Context: an optimization exercise on an open-source flow, tuned for small area and a short achievable clock period. The choices shown serve that exercise and are no tape-out recipe.
In this exercise RTL edits were held to simulation tests only and were not proved equivalent to the original.
Power is estimated from default activity; no workload was simulated.

==> flow/design.v <==
package mem_pkg;
  localparam int unsigned DEF_ADDR_W   = 6;
  localparam int unsigned DEF_WAIT_CYC = 2;
  function automatic logic mem_fault_chk(input logic [31:0] addr, input logic is_byte,
                                         input int unsigned addr_w);
    logic [31:0] hi;
    hi = addr >> (addr_w + 2);
    mem_fault_chk = (!is_byte && (addr[1:0] != 2'b00)) || (hi != 32'd0);
  endfunction
endpackage
module dmem_ram #(
  parameter int unsigned ADDR_W = 6
) (
  input  logic                        clk,
  input  logic [(1<<ADDR_W)*4-1:0]    rn,
  input  logic [31:0]                 cn,
  input  logic [(1<<ADDR_W)-1:0]      rsel,
  output logic [31:0]                 rdata_lo,
  output logic [31:0]                 rdata_hi
);
  localparam int unsigned N = 1 << ADDR_W;
  logic [31:0] mem [0:N-1];
  always_ff @(posedge clk) begin
    for (int w = 0; w < N; w++)
      for (int b = 0; b < 32; b++)
        mem[w][b] <= ~((rn[4*w + b/8] | cn[b]) & mem[w][b]);
  end
  always_comb begin
    rdata_lo = '0;
    rdata_hi = '0;
    for (int w = 0; w < N/2; w++) begin
      rdata_lo = rdata_lo | (mem[w]       & {32{rsel[w]}});
      rdata_hi = rdata_hi | (mem[w + N/2] & {32{rsel[w + N/2]}});
    end
  end
endmodule
module dmem_responder #(
  parameter int unsigned ADDR_W   = mem_pkg::DEF_ADDR_W,
  parameter int unsigned WAIT_CYC = mem_pkg::DEF_WAIT_CYC
) (
  input  logic        clk,
  input  logic        reset_n,
  input  logic        MemReq_M,
  input  logic        MemWrite_M,
  input  logic        ByteM,
  input  logic [31:0] ALUO_M,
  input  logic [31:0] WriteDataM,
  output logic [31:0] DataR_M,
  output logic        Mem_stall,
  output logic        Mem_fault
);
  localparam int unsigned N = 1 << ADDR_W;
  logic           s0, s1, fault_o;
  logic           nbusy_o, done_o;
  logic [N-1:0]   wsel_q;
  logic [1:0]     lane_q;
  logic [3:0]     lwa_q, lwb_q;
  logic           byte_q, ok_q, ph_q;
  logic [31:0]    data_q;
  logic           fault_c;
  assign fault_c = mem_pkg::mem_fault_chk(ALUO_M, ByteM, ADDR_W);
  logic st1;
  assign st1 = s0 & ~s1 & MemWrite_M;
  always_ff @(posedge clk or negedge reset_n) begin
    if (!reset_n) begin
      s0      <= 1'b0;
      s1      <= 1'b0;
      fault_o <= 1'b0;
      nbusy_o <= 1'b1;
      done_o  <= 1'b0;
    end else begin
      s0      <= ~s1 & (s0 | MemReq_M);
      s1      <= s0;
      fault_o <= s1 & s0 & fault_c;
      nbusy_o <= done_o | (nbusy_o & ~MemReq_M);
      done_o  <= ~nbusy_o;
    end
  end
  always_ff @(posedge clk) begin
    for (int w = 0; w < N; w++)
      wsel_q[w] <= (ALUO_M[ADDR_W+1:2] == ADDR_W'(w)) & ~fault_c;
    lane_q  <= ALUO_M[1:0];
    byte_q  <= ByteM;
    ok_q    <= ~fault_c;
    ph_q    <= ~ph_q;
  end
  always_ff @(posedge clk or negedge reset_n) begin
    if (!reset_n) lwa_q <= '0;
    else
      for (int i = 0; i < 4; i++)
        lwa_q[i] <= st1 & (~ByteM | (ALUO_M[1:0] == 2'(i)));
  end
  always_ff @(posedge clk) lwb_q <= lwa_q;
  logic [N*4-1:0] rn;
  logic [31:0]    rword_lo, rword_hi, hi_q, word;
  always_comb begin
    for (int w = 0; w < N; w++)
      for (int i = 0; i < 4; i++) rn[4*w+i] = ~(wsel_q[w] & (lwa_q[i] | lwb_q[i]));
  end
  dmem_ram #(
    .ADDR_W (ADDR_W)
  ) u_ram (
    .clk      (clk),
    .rn       (rn),
    .cn       (hi_q),
    .rsel     (wsel_q),
    .rdata_lo (rword_lo),
    .rdata_hi (rword_hi)
  );
  logic [31:0] wdata;
  assign wdata = ByteM ? {4{WriteDataM[7:0]}} : WriteDataM;
  always_ff @(posedge clk) begin
    if (st1)         hi_q <= '0;
    else if (|lwa_q) hi_q <= ~(wdata ^ {32{ph_q}});
    else             hi_q <= rword_hi;
  end
  assign word = (data_q | hi_q) ^ {32{~ph_q}};
  always_ff @(posedge clk or negedge reset_n) begin
    if (!reset_n) data_q <= '0;
    else if (s0) begin
      if (!s1)         data_q <= rword_lo;
      else if (!ok_q)  data_q <= '0;
      else if (byte_q) data_q <= {24'd0, word[{lane_q, 3'b000} +: 8]};
      else             data_q <= word;
    end
  end
  assign Mem_stall = ~(nbusy_o & ~(MemReq_M & reset_n & ~done_o));
  assign Mem_fault = fault_o;
  assign DataR_M   = data_q;
endmodule
==> flow/config.mk <==
export PLATFORM = sky130hd
export DESIGN_NAME = dmem_responder
export DESIGN_NICKNAME = dmem_responder
export VERILOG_FILES = /design/flow/design.v
export SDC_FILE = /design/flow/constraint.sdc
export NUM_CORES = 4
export LEC_CHECK = 0
export CAP_MARGIN = 20
export CORE_MARGIN = 2
export CORE_UTILIZATION = 65
export CTS_CLUSTER_DIAMETER = 80
export CTS_CLUSTER_SIZE = 30
export PLACE_DENSITY = 0.75
export SETUP_SLACK_MARGIN = 2.65
export SLEW_MARGIN = 20
==> flow/constraint.sdc <==
create_clock -name core_clock -period 5.0 [get_ports {clk}]
set_input_delay 1.0000 -clock core_clock [delete_from_list [all_inputs] [get_ports {clk}]]
set_output_delay 1.0000 -clock core_clock [all_outputs]
set_load 0.01 [all_outputs]
run.sh (not shown) runs the stock make flow with config.mk's settings and CLKGATE_MAP_FILE= SYNTH_SCRIPT=/design/flow/synth_recipe.tcl, a recipe that flattens the netlist after the stock synthesis.
Edit:
--- a/flow/design.v
+++ b/flow/design.v
@@ -55,13 +55,12 @@
   logic [N-1:0]   wsel_q;
   logic [1:0]     lane_q;
   logic [3:0]     lwa_q, lwb_q;
   logic           byte_q, ok_q, ph_q;
+  logic [31:0]    cn_q;
   logic [31:0]    data_q;
   logic           fault_c;
   assign fault_c = mem_pkg::mem_fault_chk(ALUO_M, ByteM, ADDR_W);
-  logic st1;
-  assign st1 = s0 & ~s1 & MemWrite_M;
   always_ff @(posedge clk or negedge reset_n) begin
     if (!reset_n) begin
       s0      <= 1'b0;
       s1      <= 1'b0;
@@ -87,11 +86,16 @@
   always_ff @(posedge clk or negedge reset_n) begin
     if (!reset_n) lwa_q <= '0;
     else
       for (int i = 0; i < 4; i++)
-        lwa_q[i] <= st1 & (~ByteM | (ALUO_M[1:0] == 2'(i)));
+        lwa_q[i] <= s0 & ~s1 & MemWrite_M & (~ByteM | (ALUO_M[1:0] == 2'(i)));
   end
-  always_ff @(posedge clk) lwb_q <= lwa_q;
+  logic [31:0] wdata;
+  assign wdata = ByteM ? {4{WriteDataM[7:0]}} : WriteDataM;
+  always_ff @(posedge clk) begin
+    lwb_q <= lwa_q;
+    cn_q  <= (|lwa_q) ? ~(wdata ^ {32{ph_q}}) : '0;
+  end
   logic [N*4-1:0] rn;
   logic [31:0]    rword_lo, rword_hi, hi_q, word;
   always_comb begin
     for (int w = 0; w < N; w++)
@@ -101,20 +105,14 @@
     .ADDR_W (ADDR_W)
   ) u_ram (
     .clk      (clk),
     .rn       (rn),
-    .cn       (hi_q),
+    .cn       (cn_q),
     .rsel     (wsel_q),
     .rdata_lo (rword_lo),
     .rdata_hi (rword_hi)
   );
-  logic [31:0] wdata;
-  assign wdata = ByteM ? {4{WriteDataM[7:0]}} : WriteDataM;
-  always_ff @(posedge clk) begin
-    if (st1)         hi_q <= '0;
-    else if (|lwa_q) hi_q <= ~(wdata ^ {32{ph_q}});
-    else             hi_q <= rword_hi;
-  end
+  always_ff @(posedge clk) hi_q <= rword_hi;
   assign word = (data_q | hi_q) ^ {32{~ph_q}};
   always_ff @(posedge clk or negedge reset_n) begin
     if (!reset_n) data_q <= '0;
     else if (s0) begin
What happened: Setup slack gets worse by 0.017 ns. Register-to-register slack gets worse by 0.09 ns. Maximum frequency goes down by 0.68%. Routed wire length decreases by about 2%. Power went down by 3.1%. Cell count hardly moves. Design area is higher by about 0.36%. Sequential power barely changes.

[what the ideal ports hide]
In the flow no input, the clock included, has a driving cell. The finished layouts below were timed again as built, in two steps. Step 1, drivers: a clkbuf_16 drives clk and a buf_2 each remaining input, both assumed. Step 2, shift: input delay + t, output delay - t, t = (earliest + latest rising clock arrival at the registers) / 2. This alone moves slack from input paths to output paths. Slacks: no drivers / after step 1 / after step 2; pairs: no drivers / after step 1.
run | shift t [ns] | setup slack, ns | worst setup path after step 2 | slew at the worst register clock pin (ns) | worst data-port slew with drivers (ns)
the first run | 0.803 | 2.531 / 2.433 / 1.920 | input to register | 0.12 / 0.12 | 0.38
the second run | 0.780 | 2.514 / 2.484 / 1.903 | input to register | 0.12 / 0.12 | 0.20
After both steps every run listed still meets setup and hold.
